Source: an optimization exercise on an open RTL-to-GDS flow (aim: small area, a short achievable clock period and few clock cycles per item). Production flows keep margins and buffers that such runs may drop.
No functional check of the RTL was part of any run shown here.

==> flow/design.v, too long to show whole: its modules and the start of the top module <==
// module bdte_epoch: 233 lines
// module bdte_ctrl: 20 lines
// module bdte_datapath: 196 lines
// module broken_down_time_to_epoch: 49 lines
module broken_down_time_to_epoch (
  input  logic               clk_i,
  input  logic               rst_ni,
  input  logic               start,
  output logic               busy,
  input  logic signed [10:0] second_in_i,
  input  logic signed [10:0] minute_in_i,
  input  logic signed [10:0] hour_in_i,
  input  logic signed [10:0] day_in_i,
  input  logic signed [7:0]  month_in_i,
  input  logic        [7:0]  year_in_i,
  output logic               done_o,
  output logic        [5:0]  second_out_o,
  output logic        [5:0]  minute_out_o,
  output logic        [4:0]  hour_out_o,
  output logic        [4:0]  day_out_o,
  output logic        [3:0]  month_out_o,
  output logic signed [9:0]  year_out_o,
  output logic        [8:0]  day_of_year_o,
  output logic signed [33:0] epoch_seconds_o
);
  // ...
==> flow/flow/run.sh <==
#!/bin/bash
# The standard layout, with the port buffers made from sky130_fd_sc_hd__buf_2
# cells instead of the default delay buffers. make's output goes to
# flow_make.log in the work folder; each ORFS step keeps its own log under
# orfs/logs.
set -euo pipefail
export BUFFER_PORTS_ARGS="-buffer_cell sky130_fd_sc_hd__buf_2"
bash standard.sh > flow_make.log 2>&1
==> flow/standard.sh <==
#!/bin/bash
# synth_recipe.tcl (not shown) runs the flow's synth.tcl, then flattens the netlist and writes it again
# the make line also repeats each setting of config.mk as NAME=value (left out here)
make -C /OpenROAD-flow-scripts/flow DESIGN_CONFIG=/design/flow/config.mk WORK_HOME=/design/flow/orfs CLKGATE_MAP_FILE= SYNTH_SCRIPT=/design/flow/synth_recipe.tcl "${@:-finish}"
==> flow/config.mk <==
export PLATFORM = sky130hd
export DESIGN_NAME = broken_down_time_to_epoch
export DESIGN_NICKNAME = broken_down_time_to_epoch
export VERILOG_FILES = /design/flow/design.v
export SDC_FILE = /design/flow/constraint.sdc
export NUM_CORES = 4
export LEC_CHECK = 0
export CAP_MARGIN = 20
export CORE_MARGIN = 2
export CORE_UTILIZATION = 40
export SLEW_MARGIN = 20
==> flow/constraint.sdc <==
create_clock -name core_clock -period 9.0 [get_ports {clk_i}]
set_input_delay 1.8000 -clock core_clock [delete_from_list [all_inputs] [get_ports {clk_i}]]
set_output_delay 1.8000 -clock core_clock [all_outputs]
set_load 0.01 [all_outputs]
==> metrics.cfg, run 1 <==
[synthesis]
yosys.cell_count.top_type = sky130_fd_sc_hd__inv_1
synth_xor_area_share_pct = 7.36

[layout]
regArea_mm2 = 0.00111
largestRegisters = u_datapath.du_q x12, u_datapath.a_q x7
non_clock_inverter_count = 258
layout.buffer.nonclock.area_share_pct = 6.90
post-route-cell-area_mm2 = 0.0143

[setup_path]
cp_num_cells = 30
crit_required_ns = 9.02
cp-start-kind = input pin
r2r_end = u_datapath.min_q[0]
r2r_setup_slack_ns = 7.47
critical_path_buf_inv_count = 4

[placed_design]
placedInstanceArea_mm2 = 0.0140
pre_cts_ws_ns = 0.0221
place_inst = 2099

[status]
status = no timing/DRC/antenna violations

[clock_tree]
post-cts-setup-buffers = 0

[global_route]
grtUsageTotal_pct = 18.1
grt_most_used_layer = met2

[sta]
hold_ws_ns = 0.649

[drt]
detail_route.wl_per_cell_um = 14.4
ant_nets_after_route = 0
drt_pre_antenna_iters = 5

==> module bdte_datapath, before the edit <==
module bdte_datapath (
  input  logic               clk_i,
  input  logic               load_i,
  input  logic signed [10:0] second_in_i,
  input  logic signed [10:0] minute_in_i,
  input  logic signed [10:0] hour_in_i,
  input  logic signed [10:0] day_in_i,
  input  logic signed [7:0]  month_in_i,
  input  logic        [7:0]  year_in_i,
  output logic        [5:0]  second_out_o,
  output logic        [5:0]  minute_out_o,
  output logic        [4:0]  hour_out_o,
  output logic        [4:0]  day_out_o,
  output logic        [3:0]  month_out_o,
  output logic signed [9:0]  year_out_o,
  output logic        [8:0]  day_of_year_o,
  output logic signed [33:0] epoch_seconds_o
);
  logic signed [4:0] hs;
  logic signed [7:0] vs;
  logic signed [2:0] ks;
  logic        [5:0] sec_n;
  assign hs = second_in_i[10:6];
  assign vs = $signed({2'b00, second_in_i[5:0]}) + $signed({hs[4], hs, 2'b00});
  always_comb begin
    if      (vs >= 8'sd120) ks = 3'sd2;
    else if (vs >= 8'sd60)  ks = 3'sd1;
    else if (vs >= 8'sd0)   ks = 3'sd0;
    else if (vs >= -8'sd60) ks = -3'sd1;
    else                    ks = -3'sd2;
  end
  assign sec_n = 6'(vs[5:0] + {ks[2], ks[2], ks, 1'b0} + {ks[2], ks[2], ks, 1'b0});
  logic signed [4:0] hm;
  logic signed [7:0] vm0;
  logic signed [2:0] km0;
  logic        [5:0] rm0;
  assign hm  = minute_in_i[10:6];
  assign vm0 = $signed({2'b00, minute_in_i[5:0]}) + $signed({hm[4], hm, 2'b00});
  always_comb begin
    if      (vm0 >= 8'sd120) km0 = 3'sd2;
    else if (vm0 >= 8'sd60)  km0 = 3'sd1;
    else if (vm0 >= 8'sd0)   km0 = 3'sd0;
    else if (vm0 >= -8'sd60) km0 = -3'sd1;
    else                     km0 = -3'sd2;
  end
  assign rm0 = 6'(vm0[5:0] + {km0[2], km0, 2'b00});
  logic signed [5:0] qs;
  logic signed [7:0] w;
  logic signed [1:0] c2;
  logic        [5:0] min_n;
  assign qs = 6'(hs) + 6'(ks);
  assign w  = $signed({2'b00, rm0}) + $signed({{2{qs[5]}}, qs});
  assign c2 = w[7] ? -2'sd1 : (w >= 8'sd60) ? 2'sd1 : 2'sd0;
  assign min_n = 6'(w[5:0] + {c2[1], c2[1], c2, 2'b00});
  logic signed [6:0] qh;           
  logic        [1:0] mh;
  logic        [4:0] rh;
  assign {qh, mh} = bdte_pkg::bdte_divmod3_8(hour_in_i[10:3]);
  assign rh = {mh, hour_in_i[2:0]};
  logic signed [6:0] bu;
  logic signed [1:0] c3;
  logic signed [1:0] c3_c [3];
  logic        [4:0] hour_n;
  assign bu = $signed({2'b00, rh}) + $signed({{2{hm[4]}}, hm}) + $signed({{4{km0[2]}}, km0});
  for (genvar i = 0; i < 3; i++) begin : g_c3
    localparam int K = i - 1;
    always_comb begin
      if      (bu < 7'sd0 - 7'(K))   c3_c[i] = -2'sd1;
      else if (bu >= 7'sd24 - 7'(K)) c3_c[i] = 2'sd1;
      else                           c3_c[i] = 2'sd0;
    end
  end
  always_comb begin
    case (c2)
      -2'sd1:  c3 = c3_c[0];
      2'sd0:   c3 = c3_c[1];
      default: c3 = c3_c[2];
    endcase
  end
  assign hour_n = 5'(bu[4:0] + {{3{c2[1]}}, c2} + {c3, 3'b000});
  logic [4:0]  t;
  logic [3:0]  mo;
  logic [8:0]  ya;
  logic [6:0]  a;
  logic [1:0]  yb;
  assign {t, mo} = bdte_pkg::bdte_month_split(month_in_i);
  assign ya = {1'b0, year_in_i} + {4'd0, t};
  assign a  = ya[8:2];
  assign yb = year_in_i[1:0] + t[1:0];
  logic [11:0] dq, dqm, kday, du_p, du_m;
  assign dq   = 12'(13'(day_in_i) + 13'(qh) + 13'd1095);
  assign dqm  = 12'(13'(day_in_i) + 13'(qh) + 13'd1094);
  always_comb begin
    case (yb)
      2'd1:    kday = 12'd365;
      2'd2:    kday = 12'd730;
      2'd3:    kday = 12'd1095;
      default: kday = 12'd0;
    endcase
    kday = kday + {3'd0, bdte_pkg::bdte_march_start(mo)};
  end
  assign du_p = dq + kday + {11'd0, (c3 == 2'sd1)};
  assign du_m = dqm + kday;
  logic [11:0] du;
  assign du = (c3 == -2'sd1) ? du_m : du_p;
  logic [5:0]         sec_q, min_q;
  logic [4:0]         hour_q;
  logic        [11:0] du_q;
  logic [6:0]         a_q;
  always_ff @(posedge clk_i) begin
    if (load_i) begin
      sec_q  <= sec_n;
      min_q  <= min_n;
      hour_q <= hour_n;
      du_q   <= du;
      a_q    <= a;
    end
  end
  logic [8:0] ge_y;
  assign ge_y[0] = (du_q >= 12'd365);
  assign ge_y[1] = (du_q >= 12'd730);
  assign ge_y[2] = (du_q >= 12'd1096);
  assign ge_y[3] = (du_q >= 12'd1461);
  assign ge_y[4] = (du_q >= 12'd1826);
  assign ge_y[5] = (du_q >= 12'd2191);
  assign ge_y[6] = (du_q >= 12'd2557);
  assign ge_y[7] = (du_q >= 12'd2922);
  assign ge_y[8] = (du_q >= 12'd3287);
  logic [3:0] j;
  logic [8:0] ystart;              
  always_comb begin
    if      (ge_y[8]) begin j = 4'd9; ystart = 9'(12'd3287); end
    else if (ge_y[7]) begin j = 4'd8; ystart = 9'(12'd2922); end
    else if (ge_y[6]) begin j = 4'd7; ystart = 9'(12'd2557); end
    else if (ge_y[5]) begin j = 4'd6; ystart = 9'(12'd2191); end
    else if (ge_y[4]) begin j = 4'd5; ystart = 9'(12'd1826); end
    else if (ge_y[3]) begin j = 4'd4; ystart = 9'(12'd1461); end
    else if (ge_y[2]) begin j = 4'd3; ystart = 9'(12'd1096); end
    else if (ge_y[1]) begin j = 4'd2; ystart = 9'(12'd730);  end
    else if (ge_y[0]) begin j = 4'd1; ystart = 9'(12'd365);  end
    else              begin j = 4'd0; ystart = 9'd0;         end
  end
  logic [8:0] doy;                 
  assign doy = du_q[8:0] - ystart;
  logic [3:0] mp;
  logic [4:0] dk;                  
  always_comb begin
    if      (doy >= 9'd337) begin mp = 4'd11; dk = 5'd16; end
    else if (doy >= 9'd306) begin mp = 4'd10; dk = 5'd15; end
    else if (doy >= 9'd275) begin mp = 4'd9; dk = 5'd14; end
    else if (doy >= 9'd245) begin mp = 4'd8; dk = 5'd12; end
    else if (doy >= 9'd214) begin mp = 4'd7; dk = 5'd11; end
    else if (doy >= 9'd184) begin mp = 4'd6; dk = 5'd9; end
    else if (doy >= 9'd153) begin mp = 4'd5; dk = 5'd8; end
    else if (doy >= 9'd122) begin mp = 4'd4; dk = 5'd7; end
    else if (doy >= 9'd92)  begin mp = 4'd3; dk = 5'd5; end
    else if (doy >= 9'd61)  begin mp = 4'd2; dk = 5'd4; end
    else if (doy >= 9'd31)  begin mp = 4'd1; dk = 5'd2; end
    else                    begin mp = 4'd0;  dk = 5'd1;  end
  end
  logic jf;                        
  assign jf = (mp >= 4'd10);
  assign day_out_o     = doy[4:0] + dk;
  assign month_out_o   = jf ? (mp - 4'd10) : (mp + 4'd2);
  assign day_of_year_o = jf ? (doy - 9'd306)
                            : (doy + 9'd59 + {8'd0, ((j == 4'd3) || (j == 4'd7))});
  logic [9:0] ybase;
  assign ybase      = {1'b0, a_q, 2'b00} + {6'd0, j} - 10'd23;
  assign year_out_o = $signed(ybase + {9'd0, jf});
  logic [9:0] ge_j;
  assign ge_j[0] = (du_q >= 12'd306);
  assign ge_j[3] = (du_q >= 12'd1402);
  assign ge_j[4] = (du_q >= 12'd1767);
  assign ge_j[7] = (du_q >= 12'd2863);
  assign ge_j[8] = (du_q >= 12'd3228);
  assign {ge_j[9], ge_j[6:5], ge_j[2:1]} = '0;
  logic y1, before69, corr;
  assign y1       = !ge_j[0] || (ge_j[3] && !ge_j[4]) || (ge_j[7] && !ge_j[8]);
  assign before69 = (a_q < 7'd21) || ((a_q == 7'd21) && !ge_j[7])
                 || ((a_q == 7'd22) && !ge_j[3]);
  assign corr     = before69 && !y1;
  logic [33:0] epoch;
  bdte_epoch u_epoch (
    .a_i     (a_q),
    .du_i    (du_q),
    .corr_i  (corr),
    .hour_i  (hour_q),
    .min_i   (min_q),
    .sec_i   (sec_q),
    .epoch_o (epoch)
  );
  assign epoch_seconds_o = $signed(epoch);
  assign second_out_o = sec_q;
  assign minute_out_o = min_q;
  assign hour_out_o   = hour_q;
endmodule
==> run 2, diff against run 1 <==
--- a/flow/design.v
+++ b/flow/design.v
@@ -959,18 +959,5 @@
   assign yb = year_in_i[1:0] + t[1:0];
-  logic [11:0] dq, dqm, kday, du_p, du_m;
-  assign dq   = 12'(13'(day_in_i) + 13'(qh) + 13'd1095);
-  assign dqm  = 12'(13'(day_in_i) + 13'(qh) + 13'd1094);
-  always_comb begin
-    case (yb)
-      2'd1:    kday = 12'd365;
-      2'd2:    kday = 12'd730;
-      2'd3:    kday = 12'd1095;
-      default: kday = 12'd0;
-    endcase
-    kday = kday + {3'd0, bdte_pkg::bdte_march_start(mo)};
-  end
-  assign du_p = dq + kday + {11'd0, (c3 == 2'sd1)};
-  assign du_m = dqm + kday;
-  logic [11:0] du;
-  assign du = (c3 == -2'sd1) ? du_m : du_p;
+  logic [11:0] dsum, du;
+  assign dsum = 12'(13'(day_in_i) + 13'(qh) + 13'd1095 + {2'b00, bdte_pkg::bdte_kday(yb, mo)});
+  assign du   = dsum + {{10{c3[1]}}, c3};
   logic [5:0]         sec_q, min_q;
==> metrics.cfg, run 2 <==
[die]
initial_utilization_pct = 40.6
die-height_um = 183
fp.coreArea_mm2 = 0.0316
io-pin-count = 144
floorplan.die.width_um = 183
placement_rows = 65
die_area_mm2 = 0.0335

[placed_design]
dpl.hpwl_um = 26600
gp_congestion = 0.908
placedInstanceArea_mm2 = 0.0142  ; +1.6%
buffer_ports.inserted = 143

[setup_path]
critical_path.startpoint = minute_in_i[3]
crit_slowest_cell = sky130_fd_sc_hd__or4b_2
r2r_setup_slack_ns = 7.35  ; -0.12 ns
r2r_end = u_datapath.sec_q[0]
crit_path_max_incr_delay_ns = 0.67
timing.setup.critical_path_class = in2reg
crit_required_ns = 9.03  ; about the same
crit_path_arrival_time_ns = 8.69
cp-start-kind = input pin
timing.rr.start = u_ctrl.busy_q
timing.critical_path.mode_cell = sky130_fd_sc_hd__a21o_1
worstPathMaxFanout = 4
endpoint_kind = register
number_of_cells_traversed_by_the_worst_register_to_register_path = 1

[hold_path]
min_to = u_ctrl.busy_q
min_path_type = reg2reg
min_delay_path_depth = 1
hold_path.startpoint = u_ctrl.busy_q

[global_route]
grt_first_pass_wirelength_um = 53800
grtUsageTotal_pct = 19.1  ; +1.0 points
globalRoute.totalOverflow = 0
first_global_vias = 10985
grt_max_degree = 38
grt_antenna_before_repair = 0

[layout]
layout.nets = 2063
mostFrequentLayoutCells = sky130_fd_sc_hd__inv_1 (252), sky130_fd_sc_hd__ha_1 (171), sky130_fd_sc_hd__buf_2 (143)
post-route-cell-area_mm2 = 0.0146  ; +2.2%
antenna_cells_inserted = 0
drive_gt1_share_pct = 16.1
layout_commonest_cell = sky130_fd_sc_hd__inv_1
area_growth_syn_to_layout_pct = 13.8
largestRegisters = u_datapath.du_q x12, u_datapath.a_q x7
largest_register_ffs = 12
regMostFlops = u_datapath.du_q

[synthesis]
post_synth_inst_count = 1532
average_cell_area_after_synthesis_um2 = 8.36
synthDistinctLibCells = 92
number_of_enable_type_register_cells_in_the_synthesized_netlist = 36
cell_type_with_the_highest_aggregate_area_in_the_netlist = sky130_fd_sc_hd__fa_1
synthArstFlopShare_pct = 2.70
synthesis.nets = 1902
synth_top_area_share_pct = 20.8
seq_area_frac_synth_pct = 8.63
ys_dominant_reg_cell = sky130_fd_sc_hd__edfxtp_1
ys_seq_elements = 37
ys_warn_count = 3
netlist_area_mm2 = 0.0128
yosys-top-cells-area = sky130_fd_sc_hd__fa_1 (21%), sky130_fd_sc_hd__ha_1 (17%), sky130_fd_sc_hd__edfxtp_1 (8.4%), sky130_fd_sc_hd__inv_1 (7.5%), sky130_fd_sc_hd__xnor2_1 (5.7%)
list_of_most_frequent_post_synthesis_cells = sky130_fd_sc_hd__inv_1 (255), sky130_fd_sc_hd__ha_1 (174), sky130_fd_sc_hd__fa_1 (133)
yosys.cell_count.top_type = sky130_fd_sc_hd__inv_1

[sta]
timing.clock.skew_ns = 0.00602
maxSlewViolCount = 0
tns_ns = 0
tightestPinTransition_ns = 1.06
max_freq_mhz = 115
fin_crit_sh_pct = 96.2
setup_violations = 0
timing.slew.headroom_pct = 29.0
hold_violations = 0
crit_path_time_final_ns = 8.66

[clock_tree]
ctsLongestPathBuffers = 2
tritoncts = done
cts_sinks = 37
cts_inserted_buffers = 5
worstSkewPairLatency_ns = 0.29
clock-root-buffer = sky130_fd_sc_hd__clkbuf_16
clkSlewWorstSetupHoldPaths_ns = 0.06
cts-hold-fix-buffers = 0
htreeDepth = 2

[job]
max_cap_viol_count = 0

[drt]
detailedRoute.firstIterationViolations = 545
ant_nets_after_route = 0  ; unchanged
via_per_inst = 5.37
detail_route.drc_violations = 0
detail_route.wl_per_cell_um = 15.3  ; +6.5%
drt_pre_antenna_iters = 5  ; unchanged
wirelength_um = 32100
vias = 11250

[status]
status = no timing/DRC/antenna violations

-- run 2: area by class of cell --
cell class	instances	area, µm²
sequential	37	1110
clock inverter	3	68.8
inverter	260	982
timing repair buffer	205	1180
fill	3183	17000
tap	402	503
clock buffer	5	125
multi-input combinational	1184	10600
-- run 2: per-layer routing --
layer  GRT usage (%)  share of wire, %  vias to the layer above  routed length (µm)
met2            33.3                47                      258               15200
met5               0                 0                        -                   0
li1                -                 -                     5605                   -
met4            5.38               2.4                        0                 765
met3            1.15               3.7                       51                1200
met1            25.7                47                     5336               15000
-- run 2: logic make-up (layout without fill, tap and decap cells) --
group	Yosys count	in the layout	synth area share, %
buf+inv	311	473	9.63
simple gates	326	326	12.6
flops	37	37	8.63
mux	20	20	1.69
xor+xnor	111	111	7.81
compound gates	419	419	21.8
fa+ha+maj	308	308	37.9
-- run 2: how the worst max path moves through the flow --
stage	end	slack (ns)
after floorplan	u_datapath.du_q[11]	0.03
after global placement	u_datapath.du_q[11]	-0.02
after detailed placement	u_datapath.du_q[11]	-0.20
after CTS	u_datapath.du_q[11]	0.1
after global routing	u_datapath.du_q[11]	-0.01
final	u_datapath.du_q[11]	0.34
-- run 2: critical path, delay by kind of cell --
kind                     cells  cell delay, ns
adder cells (fa/ha/maj)      8            2.60
AND/OR/NAND/NOR              4            1.23
XOR/XNOR                     3            0.43
buffers and inverters        4            0.34
AO/OA/AOI/OAI               12            2.28
-- run 2: what timing repair did --
action                     4_1_cts  5_1_grt
buffers inserted                 0       14
resized for setup                0       17
setup endpoints to repair        0        8
-- run 2: per-stage QoR --
stage | cells | util, % | setup slack, ns | hold slack (ns)
finish | 2096 | 46.2 | 0.338 | 0.709
global route | 2096 | 46.2 | -0.0138 | 0.768
CTS | 2082 | 45.6 | 0.0986 | 0.729
detailed placement | 2074 | 45.0 | -0.204 | 0.707
global placement | 2074 | 45.0 | -0.0202 | 0.702
floorplan | 1532 | - | 0.0298 | 1.05

[what the ideal ports hide]
In the flow no input, the clock included, has a driving cell. The finished layouts below were timed again as built, in two steps.
Step 1 sets driving cells, clkbuf_16 on the clock port and buf_2 on the other inputs (assumed; they add their load-dependent delay and slew).
Step 2 moves the port delays by t, midway between the first and last clock arrival at a register: inputs arrive t later, outputs are due t later. That takes back most of the time a late clock gives input paths.
a / b / c = no drivers / after step 1 / after step 2; a / b = the first two.
run	shift t [ns]	setup slack, ns	latest minus earliest clock arrival (ns)
run 1	0.319	0.363 / 0.370 / 0.051	0.010 / 0.010
run 2	0.317	0.338 / 0.354 / 0.037	0.012 / 0.012
After both steps every run listed still meets setup and hold. For run 1, which loses most, drivers alone change the setup slack by +0.007 ns; drivers and shift together by -0.312 ns.
